Source: an optimization exercise on an open RTL-to-GDS flow (aim: small area). Production flows keep margins and buffers that such runs may drop.
Function was checked by simulation only, so behaviour that the tests miss may differ from the original.
Power and IR drop assume default switching activity.

<file path="flow/config.mk">
export PLATFORM = sky130hd
export DESIGN_NAME = data_mem_cas
export DESIGN_NICKNAME = data_mem_cas
export VERILOG_FILES = /design/flow/design.v
export SDC_FILE = /design/flow/constraint.sdc
export NUM_CORES = 4
export LEC_CHECK = 0
export CAP_MARGIN = 20
export CORE_MARGIN = 2
export CORE_UTILIZATION = 65
export CTS_BUF_LIST = sky130_fd_sc_hd__clkbuf_8
export CTS_CLUSTER_DIAMETER = 80
export CTS_CLUSTER_SIZE = 16
export GPL_TIMING_DRIVEN = 0
export PLACE_DENSITY = 0.76
export SETUP_SLACK_MARGIN = 0.2
export SLEW_MARGIN = 20
export SYNTH_HIERARCHICAL = 1
export SYNTH_MINIMUM_KEEP_SIZE = 0
</file>
<file path="flow/constraint.sdc">
create_clock -name core_clock -period 5.0 [get_ports {clk}]
set_input_delay 1.0000 -clock core_clock [delete_from_list [all_inputs] [get_ports {clk}]]
set_output_delay 1.0000 -clock core_clock [all_outputs]
set_load 0.01 [all_outputs]
</file>
<file path="flow/design.v">
module data_mem_cas (
  input  logic        clk,
  input  logic        rst_n,
  input  logic        rd_en,
  input  logic [4:0]  rd_addr,
  output logic [31:0] rd_data,
  output logic        rd_valid,
  input  logic        wr_en,
  input  logic [4:0]  wr_addr,
  input  logic [3:0]  wr_be,
  input  logic [31:0] wr_data,
  input  logic        cas_en,
  input  logic [4:0]  cas_addr,
  output logic        cas_done,
  output logic        cas_swapped,
  output logic        cas_err,
  output logic        busy
);
  localparam logic [1:0] IDLE = 2'b00, CLEAR = 2'b01, CAS1 = 2'b10, CAS2 = 2'b11;
  logic [1:0]  state_reg;
  logic [4:0]  cnt_reg;        
  logic        fin_reg;        
  logic        err_reg;
  logic        rd_valid_reg;
  logic [31:0] rd_data_reg;
  logic        idle, clear, cas1, cas2, cas;
  logic        rd_accept, wr_accept, cas_legal;
  logic [4:0]  x;
  logic [15:0] sel_e, sel_o;
  logic [31:0] mem_e [16];
  logic [31:0] mem_o [16];
  logic [31:0] ev, od, rd_next;
  logic [31:0] bus_e, bus_o;
  logic        gt, swap;
  assign idle      = (state_reg == IDLE);
  assign clear     = (state_reg == CLEAR);
  assign cas1      = (state_reg == CAS1);
  assign cas2      = (state_reg == CAS2);
  assign cas       = cas1 || cas2;
  assign cas_legal = (cas_addr != 5'd31);
  assign rd_accept = idle && rd_en && !cas_en;
  assign wr_accept = idle && wr_en && !cas_en;
  assign x  = cas ? cnt_reg : rd_addr;
  logic [3:0] pl, ph;
  logic [15:0] rd_row;
  always_comb begin
    for (int i = 0; i < 4; i++) begin
      pl[i] = (x[2:1] == 2'(i));
      ph[i] = !clear && (x[4:3] == 2'(i));
    end
    for (int j = 0; j < 16; j++) rd_row[j] = ph[j/4] && pl[j%4];
    for (int j = 0; j < 16; j++) begin
      sel_o[j] = rd_row[j];
      sel_e[j] = x[0] ? ((j != 0) ? rd_row[(j+15) % 16] : 1'b0) : rd_row[j];
    end
  end
  logic [31:0] ge_n [5];
  logic [31:0] go_n [5];
  generate
    for (genvar g = 0; g < 5; g++) begin : g_grp
      for (genvar i = 0; i < 32; i++) begin : g_bit
        aoi222 u_e (.a1(sel_e[3*g]),   .a2(mem_e[3*g][i]),
                    .b1(sel_e[3*g+1]), .b2(mem_e[3*g+1][i]),
                    .c1(sel_e[3*g+2]), .c2(mem_e[3*g+2][i]), .y(ge_n[g][i]));
        aoi222 u_o (.a1(sel_o[3*g]),   .a2(mem_o[3*g][i]),
                    .b1(sel_o[3*g+1]), .b2(mem_o[3*g+1][i]),
                    .c1(sel_o[3*g+2]), .c2(mem_o[3*g+2][i]), .y(go_n[g][i]));
      end
    end
  endgenerate
  generate
    for (genvar i = 0; i < 32; i++) begin : g_comb
      rd_comb u_e (.g0(ge_n[0][i]), .g1(ge_n[1][i]), .g2(ge_n[2][i]), .g3(ge_n[3][i]),
                   .g4(ge_n[4][i]), .s(sel_e[15]), .m(mem_e[15][i]), .y(ev[i]));
      rd_comb u_o (.g0(go_n[0][i]), .g1(go_n[1][i]), .g2(go_n[2][i]), .g3(go_n[3][i]),
                   .g4(go_n[4][i]), .s(sel_o[15]), .m(mem_o[15][i]), .y(od[i]));
    end
  endgenerate
  logic       rd_byp;
  logic [3:0] rs_h, rs_w, rs_e, rs_o;
  assign rd_byp = wr_accept && (wr_addr == rd_addr);
  always_comb begin
    for (int b = 0; b < 4; b++) begin
      rs_h[b] = !rd_accept;
      rs_w[b] = rd_accept && rd_byp && wr_be[b];
      rs_e[b] = rd_accept && !(rd_byp && wr_be[b]) && !x[0];
      rs_o[b] = rd_accept && !(rd_byp && wr_be[b]) && x[0];
    end
  end
  generate
    for (genvar i = 0; i < 32; i++) begin : g_rd
      logic t_n, o_n;
      aoi222 u_t (.a1(rs_h[i/8]), .a2(rd_data_reg[i]), .b1(rs_w[i/8]), .b2(wr_data[i]),
                  .c1(rs_e[i/8]), .c2(ev[i]), .y(t_n));
      nand2 u_o (.a(rs_o[i/8]), .b(od[i]), .y(o_n));
      nand2 u_d (.a(t_n), .b(o_n), .y(rd_next[i]));
    end
  endgenerate
  logic [3:0] bg_reg, bl_reg;
  logic       w_gt, w_lt;
  always_ff @(posedge clk) begin
    for (int b = 0; b < 4; b++) begin
      bg_reg[b] <= ev[b*8 +: 8] > od[b*8 +: 8];
      bl_reg[b] <= ev[b*8 +: 8] < od[b*8 +: 8];
    end
  end
  assign w_gt = bg_reg[3] | !bl_reg[3] & (bg_reg[2] | !bl_reg[2] & (bg_reg[1] | !bl_reg[1] & bg_reg[0]));
  assign w_lt = bl_reg[3] | !bg_reg[3] & (bl_reg[2] | !bg_reg[2] & (bl_reg[1] | !bg_reg[1] & bl_reg[0]));
  assign gt   = cnt_reg[0] ? w_lt : w_gt;
  assign swap = cas2 && gt;
  assign bus_e = idle ? wr_data : od;
  assign bus_o = idle ? wr_data : ev;
  logic [31:0] wd;
  always_comb begin
    for (int k = 0; k < 32; k++) wd[k] = wr_accept && (wr_addr == 5'(k));
  end
  generate
    for (genvar j = 0; j < 16; j++) begin : g_row
      logic sw_e, sw_o;
      assign sw_e = clear || (swap && sel_e[j]);
      assign sw_o = clear || (swap && sel_o[j]);
      for (genvar b = 0; b < 4; b++) begin : g_byte
        logic we_e, we_o, wen_e, wen_o;
        logic [7:0] d_e, d_o;
        oai21 u_we_e  (.a1(!wr_be[b]), .a2(!wd[2*j]),   .b1(!sw_e), .y(we_e));
        oai21 u_we_o  (.a1(!wr_be[b]), .a2(!wd[2*j+1]), .b1(!sw_o), .y(we_o));
        inv1  u_wen_e (.a(we_e), .y(wen_e));
        inv1  u_wen_o (.a(we_o), .y(wen_o));
        for (genvar i = 0; i < 8; i++) begin : g_bit
          ao22 u_e (.a1(we_e), .a2(bus_e[b*8+i]), .b1(wen_e), .b2(mem_e[j][b*8+i]), .x(d_e[i]));
          ao22 u_o (.a1(we_o), .a2(bus_o[b*8+i]), .b1(wen_o), .b2(mem_o[j][b*8+i]), .x(d_o[i]));
        end
        always_ff @(posedge clk) begin
          mem_e[j][b*8 +: 8] <= d_e;
          mem_o[j][b*8 +: 8] <= d_o;
        end
      end
    end
  endgenerate
  always_ff @(posedge clk or negedge rst_n) begin
    if (!rst_n) begin
      state_reg    <= CLEAR;
      cnt_reg      <= '0;
      fin_reg      <= 1'b0;
      err_reg      <= 1'b0;
      rd_valid_reg <= 1'b0;
      rd_data_reg  <= '0;
    end else begin
      fin_reg      <= (state_reg == CAS2);
      err_reg      <= idle && cas_en && !cas_legal;
      rd_valid_reg <= rd_accept;
      rd_data_reg  <= rd_next;
      case (state_reg)
        CLEAR: begin
          cnt_reg <= cnt_reg + 5'd1;
          if (cnt_reg == 5'd31) state_reg <= IDLE;
        end
        IDLE: begin
          if (cas_en && cas_legal) begin
            cnt_reg   <= cas_addr;
            state_reg <= CAS1;
          end
        end
        CAS1:    state_reg <= CAS2;
        default: state_reg <= IDLE;
      endcase
    end
  end
  assign rd_data     = rd_data_reg;
  assign rd_valid    = rd_valid_reg;
  assign cas_done    = fin_reg || err_reg;
  assign cas_swapped = fin_reg && gt;    
  assign cas_err     = err_reg;
  assign busy        = (state_reg != IDLE);
endmodule
module ao22 (
  input  logic a1, a2, b1, b2,
  output logic x
);
  assign x = (a1 & a2) | (b1 & b2);
endmodule
module aoi222 (
  input  logic a1, a2, b1, b2, c1, c2,
  output logic y
);
  assign y = ~((a1 & a2) | (b1 & b2) | (c1 & c2));
endmodule
module oai21 (
  input  logic a1, a2, b1,
  output logic y
);
  assign y = ~((a1 | a2) & b1);
endmodule
module inv1 (
  input  logic a,
  output logic y
);
  assign y = ~a;
endmodule
module rd_comb (
  input  logic g0, g1, g2, g3, g4, s, m,
  output logic y
);
  assign y = ~(g0 & g1 & g2 & g3 & g4) | (s & m);
endmodule
module cmp32 (
  input  logic [31:0] a,
  input  logic [31:0] b,
  output logic        gt,
  output logic        lt
);
  logic [31:0] g0, l0;
  logic [15:0] g1, l1;
  logic [7:0]  g2, l2;
  logic [3:0]  g3, l3;
  logic [1:0]  g4, l4;
  assign g0 = a & ~b;
  assign l0 = ~a & b;
  always_comb begin
    for (int i = 0; i < 16; i++) begin
      g1[i] = g0[2*i+1] | (~l0[2*i+1] & g0[2*i]);
      l1[i] = l0[2*i+1] | (~g0[2*i+1] & l0[2*i]);
    end
    for (int i = 0; i < 8; i++) begin
      g2[i] = g1[2*i+1] | (~l1[2*i+1] & g1[2*i]);
      l2[i] = l1[2*i+1] | (~g1[2*i+1] & l1[2*i]);
    end
    for (int i = 0; i < 4; i++) begin
      g3[i] = g2[2*i+1] | (~l2[2*i+1] & g2[2*i]);
      l3[i] = l2[2*i+1] | (~g2[2*i+1] & l2[2*i]);
    end
    for (int i = 0; i < 2; i++) begin
      g4[i] = g3[2*i+1] | (~l3[2*i+1] & g3[2*i]);
      l4[i] = l3[2*i+1] | (~g3[2*i+1] & l3[2*i]);
    end
  end
  assign gt = g4[1] | (~l4[1] & g4[0]);
  assign lt = l4[1] | (~g4[1] & l4[0]);
endmodule
module nand2 (
  input  logic a, b,
  output logic y
);
  assign y = ~(a & b);
endmodule
</file>
<file path="flow/run.sh">
#!/bin/bash
# synth_recipe.tcl (not shown) runs the flow's synth.tcl, then flattens the netlist and writes it again
# the make line also repeats each setting of config.mk as NAME=value (left out here)
make -C /OpenROAD-flow-scripts/flow DESIGN_CONFIG=/design/flow/config.mk WORK_HOME=/design/flow/orfs CLKGATE_MAP_FILE= SYNTH_SCRIPT=/design/flow/synth_recipe.tcl finish
</file>
==> summary.md, run 1 <==
| Metric | Value |
|---|---|
| Status | `complete, no violations` |
| Slew Viols, Final | `0` |
| Gate Count Post-Synth | `3468` |
| Dpl hpwl | `around 88 mm` |
| Fmax | `around 210 MHz` |
| Leakage | `between 0.015 and 0.02 µW` |
| Worst Skew | `between 0.04 and 0.05 ns` |
| Total grt overflow | `0` |
| Number of synthesized flops with an enable pin | `0` |
| Internal | `~19000 µW` |
| Worst-margin pin slew | `1.41 ns` |
| Yosys warns | `13` |
| CTS Sinks | `~1100` |
| Setup_tns | `0 ns` |
| Root Driver | `clkbuf_8` |
| Total CTS buffers | `77` |
| Flops & latches, synth | `around 1100` |
| Final setup vio count | `0` |
| Later-pin clock latency in the skew report | `0.73 ns` |
| Hold Vio Cnt, Final | `0` |
| Drt drc | `0` |
| Die area | `62700 µm²` |
| Combinational power share | `0.476` |
| Layout cells sized above 1 | `0.0639` |
| Standard-cell row count | `90` |
| I/O Buffers | `90` |
| Hold_buf cts | `0` |
| Rel. slew slack | `0.0525` |
| Pre-CTS WS | `-0.720 ns` |
| CP delay by family, top | `compound AO/OA/AOI/OAI gates` |
| DR vias/cell | `about 7.5` |
| Routed Antenna Nets | `0` |
| Vias in the first global route | `approximately 33000` |
| Pwr Density | `between 700 and 800 nW/µm²` |
| P&R area growth vs syn | `10.5%` |
| Critical path cell sequence | `clkdlybuf4s50_1, mux2_2, o221ai_1, o31ai_4, buf_6, buf_6, a222oi_1, and3_1, nand4_1, ha_1, and3_1, a221o_1, a221oi_1, a31oi_1` |
| Seq/Total Area, Yosys | `0.550` |
| Starting density of the core | `0.656` |
| CTS tree | `yes` |
| Syn nets | `3558` |
| Longest Clk Path Bufs | `3` |
| Sequential share of power | `0.402` |
| Dominant synthesized flop cell | `dfxtp_1` |
| Hold_ws | `0.176 ns` |
| Largest net degree at the start of global routing | `34` |
| Overall routed net length | `122 mm` |
| Biggest area consumer among synthesized cells | `dfxtp_1` |
| Peak VDD IR | `about 0.42 mV` |
| Switching part of the total power | `0.432` |
| CTS clk-pin slew, worst paths | `0.11 ns` |
| Avg WL per Cell | `between 20 and 30 µm` |
| Min-Delay Path Class | `in2async` |
| H-tree depth | `3` |
| Critical Path AT | `between 5 and 6 ns` |
| I/O Pins | `93` |
| Switching power | `between 10000 and 15000 µW` |
| Area contributors post-synth | `dfxtp_1 52%, a22o_1 23%, a222oi_1 8.9%, dfrtp_1 2.6%, nand2_1 2.5%` |
| Power, Total | `around 34000 µW` |
| Worst Setup Start Kind | `primary input` |
| Share of the synthesized area in the top cell type | `0.524` |
| Worst path max stage delay | `approximately 0.66 ns` |
| Yosys cell types | `55` |
| First-pass GRT wire length | `186 mm` |
| CP max stage cell | `clkdlybuf4s50_1` |
| Drt first-iter violations | `5237` |
| Required time of the worst setup path | `5.57 ns` |
| Number of max-cap violations | `0` |
| Initial antenna violation count | `3` |
| Tot GR Track Use | `0.370` |
| Worst Setup End Kind | `flop` |
| Asr flop ratio synth | `0.0391` |
| Via count | `between 30000 and 40000` |
| Syn avg cell area | `approximately 11 µm²` |
| Die Span Y | `250 µm` |
| CP Class | `in2reg` |
| Worst path bufs/invs | `3` |
| First-pass detailed-route iteration total | `10` |
| Register-to-Register Path Depth | `15` |
| Placer Congestion | `0.988` |
| RSZ-0062 raised after global routing | `false` |
| Clk network pwr share | `0.122` |
| Final Cycle Share | `0.940` |
| WP depth | `14` |
| Largest fanout on the critical path | `17` |
| Chip width | `~250 µm` |
| Final worst slack | `between 0.2 and 0.3 ns` |
| Fin crit period | `around 4.7 ns` |
| Core area | `between 60000 and 70000 µm²` |
| NumNets Final | `around 3800` |
| Mapped Area | `slightly below 40000 µm²` |
-- Yosys stat by module, one instance, submodules excluded, a selection --
module | flip-flops and latches | times used | cells | area [µm²]
data_mem_cas | 1074 | 1 | 1580 | 24600
aoi222 | 0 | 352 | 1 | 10.0
ao22 | 0 | 1024 | 1 | 8.76
inv1 | 0 | 128 | 1 | 3.75
rd_comb | 0 | 64 | 3 | 16.3
nand2 | 0 | 64 | 1 | 3.75
-- cell usage after synthesis (all sizes together), types with 10 or more instances --
cell       n
dfrtp     41
nand2    267
o21ai    163
dfxtp   1032
buf       21
a222oi   352
nor2      55
nand4     64
a22o    1024
clkbuf    10
a21oi     19
a21o      10
ha        34
a31oi     38
and3      69
inv      177
-- per-layer routing --
| metal | global-route usage | routed length (µm) | up-vias |
|---|---|---|---|
| met2 | 0.599 | 56800 | 2012 |
| met5 | 0 | 8 | - |
| met4 | 0.148 | 5380 | 2 |
| met1 | 0.493 | 48600 | 16667 |
| met3 | 0.0649 | 11400 | 308 |
| li1 | - | - | 14864 |
-- cells by family after synthesis --
kind of cell,Yosys count,share of synthesized area
adders and majority gates,34,0.0108
xor gates and xnor gates,7,0.00155
AOI/OAI and AO/OA,1632,0.353
buffers and inverters,208,0.0204
DFF,1074,0.550
muxes,8,0.00216
and+or+nand+nor,505,0.0614
-- repair_timing --
| action | CTS | global route |
|---|---|---|
| gates resized for setup | 1 | 8 |
| gates cloned | 0 | 5 |
| pin swaps | 0 | 7 |
| setup buffers | 0 | 12 |
| endpoints found under the setup margin | 4 | 6 |
-- cells in the final DEF, fill, tap and decap left out, types with 5 or more instances in the layout --
cell type and count:
buf_6 6, buf_8 8, buf_1 9, buf_4 29, and3_1 69, buf_16 7, clkbuf_1 10, nor2_2 9
nand2_1 267, a21o_1 10, a222oi_1 352, nor3_1 5, nand4_1 64, dfrtp_1 41, inv_1 184, ha_1 34
a31oi_1 36, nor2b_1 5, o21ai_2 20, buf_2 11, nor2_4 31, a22o_1 1024, o221ai_1 5, clkbuf_8 78
nand3_1 6, xnor2_1 6, o21ai_1 140, dfxtp_1 1032, nor2_1 19, a21oi_1 17, clkdlybuf4s50_1 88
-- power by group through the flow --
stage | Clock [µW] | Sequential [µW] | Combinational, µW
2_1_floorplan | 0 | 13000 | 10500
3_3_place_gp | 0 | 13400 | 14200
3_5_place_dp | 0 | 13500 | 15300
4_1_cts | 4120 | 13400 | 15400
5_1_grt | 4430 | 13700 | 17000
6_report | 4100 | 13500 | 15900
-- area by class of cell --
class | count | area, µm²
diodes | 3 | 7.51
plain buffers | 31 | 139
clock buffers | 78 | 1070
clock inverters | 18 | 98.8
fillers | 4208 | 16500
inverters | 177 | 664
multi-input cells | 2191 | 17400
flip-flops and latches | 1074 | 21700
well taps | 782 | 978
repair buffers | 141 | 1540
-- metrics by stage --
step            util  instance area [µm²]  std cells
2_1_floorplan      -                39500       3468
3_3_place_gp   0.688                41400       4340
3_5_place_dp   0.702                42200       4377
4_1_cts        0.722                43400       4473
5_1_grt        0.725                43600       4494
6_report       0.725                43600       4495
-- worst paths after layout --
path | to | slack [ns] | from
setup / recovery | bg_reg[3]$_DFF_P_ | 0.30 | rd_addr[0]
hold / removal | rd_data_reg[28]$_DFF_PN0_ | 0.18 | rst_n
setup reg to reg | bg_reg[0]$_DFF_P_ | 0.43 | state_reg[1]$_DFFE_PN0P_
hold reg to reg | mem_o[2][20]$_DFF_P_ | 0.48 | mem_o[2][20]$_DFF_P_
max in group asynchronous | state_reg[0]$_DFFE_PN1P_ | 4.25 | rst_n
min in group core_clock | mem_o[2][20]$_DFF_P_ | 0.48 | mem_o[2][20]$_DFF_P_
==> inputs of run 2 (changes only) <==
--- a/flow/design.v
+++ b/flow/design.v
@@ -114,11 +114,13 @@
   always_comb begin
     for (int k = 0; k < 32; k++) wd[k] = wr_accept && (wr_addr == 5'(k));
   end
+  logic clr_we;
+  assign clr_we = clear && rst_n;
   generate
     for (genvar j = 0; j < 16; j++) begin : g_row
       logic sw_e, sw_o;
-      assign sw_e = clear || (swap && sel_e[j]);
-      assign sw_o = clear || (swap && sel_o[j]);
+      assign sw_e = clr_we || (swap && sel_e[j]);
+      assign sw_o = clr_we || (swap && sel_o[j]);
       for (genvar b = 0; b < 4; b++) begin : g_byte
         logic we_e, we_o, wen_e, wen_o;
         logic [7:0] d_e, d_o;
==> flow/flow/run.sh (new file) <==
#!/bin/bash
set -o pipefail
cp standard.sh standard_sh.txt
export BUFFER_PORTS_ARGS="-buffer_cell sky130_fd_sc_hd__buf_1"
bash standard.sh > standard.log 2>&1
==> flow/standard.sh (new file) <==
#!/bin/bash
# synth_recipe.tcl (not shown) runs the flow's synth.tcl, then flattens the netlist and writes it again
# the make line also repeats each setting of config.mk as NAME=value (left out here)
make -C /OpenROAD-flow-scripts/flow DESIGN_CONFIG=/design/flow/config.mk WORK_HOME=/design/flow/orfs CLKGATE_MAP_FILE= SYNTH_SCRIPT=/design/flow/synth_recipe.tcl "${@:-finish}"
removed: flow/run.sh
==> summary.md, run 2 <==
| Metric | Value |
|---|---|
| I/O Buffers | `90` |
| Dpl hpwl | `88.7 mm` |
| Commonest non-fill, non-tap cell in the layout | `dfxtp_1` |
| Mapped Area | `39400 µm²` |
| Setup_tns | `0 ns` |
| P&R area growth vs syn | `8.90%` |
| Worst Setup End Kind | `flop` |
| I/O Pins | `93` |
| Number of fill cells | `between 4000 and 5000` |
| Gate Count Post-Synth | `around 3500` |
| CTS tree | `yes` |
| Hold_buf cts | `0` |
| Initial antenna violation count | `10` |
| Fmax | `approximately 220 MHz` |
| First-pass GRT wire length | `187 mm` |
| Largest net degree at the start of global routing | `34` |
| CP max stage cell | `nor2_2` |
| Resized Gates After CTS | `0` |
| DR vias/cell | `~7.5` |
| Asr flop ratio synth | `0.0391` |
| NumNets Final | `approximately 3800` |
| Status | `complete, no violations` |
| Worst-margin pin slew | `between 1 and 1.5 ns` |
| CP Class | `in2reg` |
| Total CTS buffers | `77` |
| Die Span Y | `250 µm` |
| Longest Clk Path Bufs | `3` |
| Dominant synthesized flop cell | `dfxtp_1` |
| Hold Vio Cnt, Final | `0` |
| Critical Path AT | `between 5 and 6 ns` |
| Total grt overflow | `0` |
| Min-Delay Path Class | `in2async` |
| Chip width | `between 200 and 300 µm` |
| Worst path max stage delay | `~0.71 ns` |
| Critical path cell sequence | `clkbuf_1, nor3_1, nor2_2, nor3_4, buf_8, a222oi_1, and3_1, nand4_1, ha_1, a21o_1, a221o_1, a221oi_1, a31oi_1` |
| Top-count cell post-synth | `dfxtp_1` |
| Flops & latches, synth | `~1100` |
| Drt drc | `0` |
| Worst Skew | `between 0.02 and 0.03 ns` |
| Routed Antenna Nets | `0` |
| Setup bufs post-CTS | `0` |
| Standard-cell row count | `90` |
| H-tree depth | `3` |
| First-pass detailed-route iteration total | `10` |
| Slew Viols, Final | `0` |
| Avg WL per Cell | `roughly 27 µm` |
| Later-pin clock latency in the skew report | `between 0.7 and 0.8 ns` |
| Worst Setup Start Kind | `primary input` |
| Share of the synthesized area in the top cell type | `0.524` |
| Final Cycle Share | `0.920` |
| Commonest cells in the synthesized netlist | `1032 x dfxtp_1, 1025 x a22o_1, 352 x a222oi_1` |
| Die area | `62700 µm²` |
| Largest fanout on the critical path | `17` |
| RSZ-0062 raised after global routing | `false` |
| Syn nets | `roughly 3600` |
| Yosys warns | `13` |
| Vias in the first global route | `around 33000` |
| Pwr Density | `a little under 800 nW/µm²` |
| CTS clk-pin slew, worst paths | `between 0.1 and 0.15 ns` |
| Core area | `approximately 60000 µm²` |
| Area after DPL | `between 40000 and 50000 µm²` |
| Rel. slew slack | `0.184` |
| Root Driver | `clkbuf_8` |
| Placer Congestion | `0.981` |
| Drt first-iter violations | `5480` |
| Number of synthesized flops with an enable pin | `0` |
| Tot GR Track Use | `0.374` |
| Layout cells sized above 1 | `0.0588` |
| Peak VDD IR | `0.414 mV` |
| Via count | `33686` |
| CTS Sinks | `roughly 1100` |
| Required time of the worst setup path | `approximately 5.6 ns` |
| Final setup vio count | `0` |
| Biggest area consumer among synthesized cells | `dfxtp_1` |
| Starting density of the core | `0.656` |
| Leakage | `about 0.017 µW` |
| Fin crit period | `between 4 and 5 ns` |
| Final instance area | `43000 µm²` |
| Reg area | `~22000 µm²` |
| Combined area of the multi-input logic cells | `roughly 17000 µm²` |
| Seq/Total Area, Yosys | `0.550` |
| Area contributors post-synth | `dfxtp_1 52%, a22o_1 23%, a222oi_1 8.9%, dfrtp_1 2.6%, nand2_1 2.6%` |
| Most frequent cells in the layout | `1032 x dfxtp_1, 1025 x a22o_1, 352 x a222oi_1` |
| Overall routed net length | `roughly 120 mm` |
| Number of max-cap violations | `0` |
| Yosys cell types | `between 50 and 60` |
| Syn avg cell area | `~11 µm²` |
## run 2: layout make-up
type,instances,area share
Tap cell,782,0.0228
Inverter,176,0.0154
Timing Repair Buffer,126,0.0212
Antenna cell,11,0.000641
Clock buffer,79,0.0253
Buffer,31,0.00306
Clock inverter,18,0.00221
Multi-Input combinational cell,2186,0.404
Sequential cell,1074,0.505
## run 2: where the power goes
group          internal (µW)  switching, µW
registers              13100           2580
logic                   5610           8810
clock network           1450           2680
total                  20100          14100
## run 2: cells by family (layout without fill, tap and decap cells)
family / after synthesis / count (layout) / synth area share
other: 0 / 11 / 0
AOI/OAI and AO/OA: 1630 / 1630 / 0.354
adders and majority gates: 34 / 34 / 0.0108
xor gates and xnor gates: 7 / 7 / 0.00155
and+or+nand+nor: 507 / 507 / 0.0614
muxes: 8 / 8 / 0.00216
DFF: 1074 / 1074 / 0.550
buffers and inverters: 207 / 430 / 0.0201
## run 2: metrics by stage
stage	cells	utilization	worst slack, ns	hold slack (ns)	power (µW)
after global placement	4339	0.678	-2.17	0.451	28200
after detailed placement	4372	0.693	-0.297	0.453	29600
final	4483	0.714	0.399	0.192	34200
after CTS	4469	0.713	0.202	0.161	33700
after global routing	4477	0.714	0.221	0.171	35900
after floorplan	3467	-	0.359	0.438	24500
## run 2: final timing paths
| check | startpoint | end | slack, ns | cells after the start |
|---|---|---|---|---|
| worst min-delay path | rst_n | rd_data_reg[5]$_DFF_PN0_ | 0.19 | 1 |
| worst min register to register | mem_o[1][23]$_DFF_P_ | mem_o[1][23]$_DFF_P_ | 0.48 | 1 |
| worst max register to register | state_reg[1]$_DFFE_PN0P_ | bg_reg[3]$_DFF_P_ | 0.42 | 13 |
| worst max-delay path | rd_addr[2] | bg_reg[3]$_DFF_P_ | 0.40 | 13 |
| min in group core_clock | mem_o[1][23]$_DFF_P_ | mem_o[1][23]$_DFF_P_ | 0.48 | 1 |
| max in group asynchronous | rst_n | state_reg[0]$_DFFE_PN1P_ | 4.23 | 2 |
## run 2: critical path: cells and delay by family
| kind | cells | cell delay [ns] |
|---|---|---|
| AO/OA/AOI/OAI | 5 | 1.40 |
| adder cells (fa/ha/maj) | 1 | 0.39 |
| buffers and inverters | 2 | 0.62 |
| AND/OR/NAND/NOR | 5 | 1.76 |
## run 2: per-layer routing
| metal | wire [µm] | part of all wire | global-route usage |
|---|---|---|---|
| met1 | 48500 | 0.40 | 0.500 |
| met2 | 56200 | 0.46 | 0.597 |
| met3 | 11900 | 0.098 | 0.0750 |
| met4 | 4760 | 0.039 | 0.152 |
| met5 | 56 | 0.00046 | 0 |
## run 2: Yosys stat by module, one instance, submodules excluded
module	flops+latches	copies in the design	area [µm²]	cells inside
data_mem_cas	1074	1	24500	1579
aoi222	0	352	10.0	1
nand2	0	64	3.75	1
oai21	0	128	5.00	1
ao22	0	1024	8.76	1
rd_comb	0	64	16.3	3
inv1	0	128	3.75	1

-- static timing again, ports no longer ideal --
The results above use ideal ports. As a check the final layouts listed here were re-extracted and re-timed, cells and wires unchanged. Step 1 sets driving cells, clkbuf_16 on the clock port and buf_2 on the other inputs (assumed; they add their load-dependent delay and slew). Step 2, shift: input delay + t, output delay - t, t = (earliest + latest rising clock arrival at the registers) / 2. This alone moves slack from input paths to output paths. a / b / c = ideal / step 1 / step 2; a / b = the first two.
run | t, ns | setup WS [ns] | slew at the worst register clock pin (ns) | cell pins on the clock port's net
run 1 | 0.772 | 0.299 / 0.334 / -0.439 | 0.11 / 0.11 | 1
run 2 | 0.776 | 0.399 / 0.366 / -0.410 | 0.12 / 0.12 | 1
With both steps, setup timing fails in run 1 and run 2, where it was met with ideal ports. The setup slack of run 2, which loses most, moves by -0.033 ns with the drivers and by -0.809 ns with both steps.
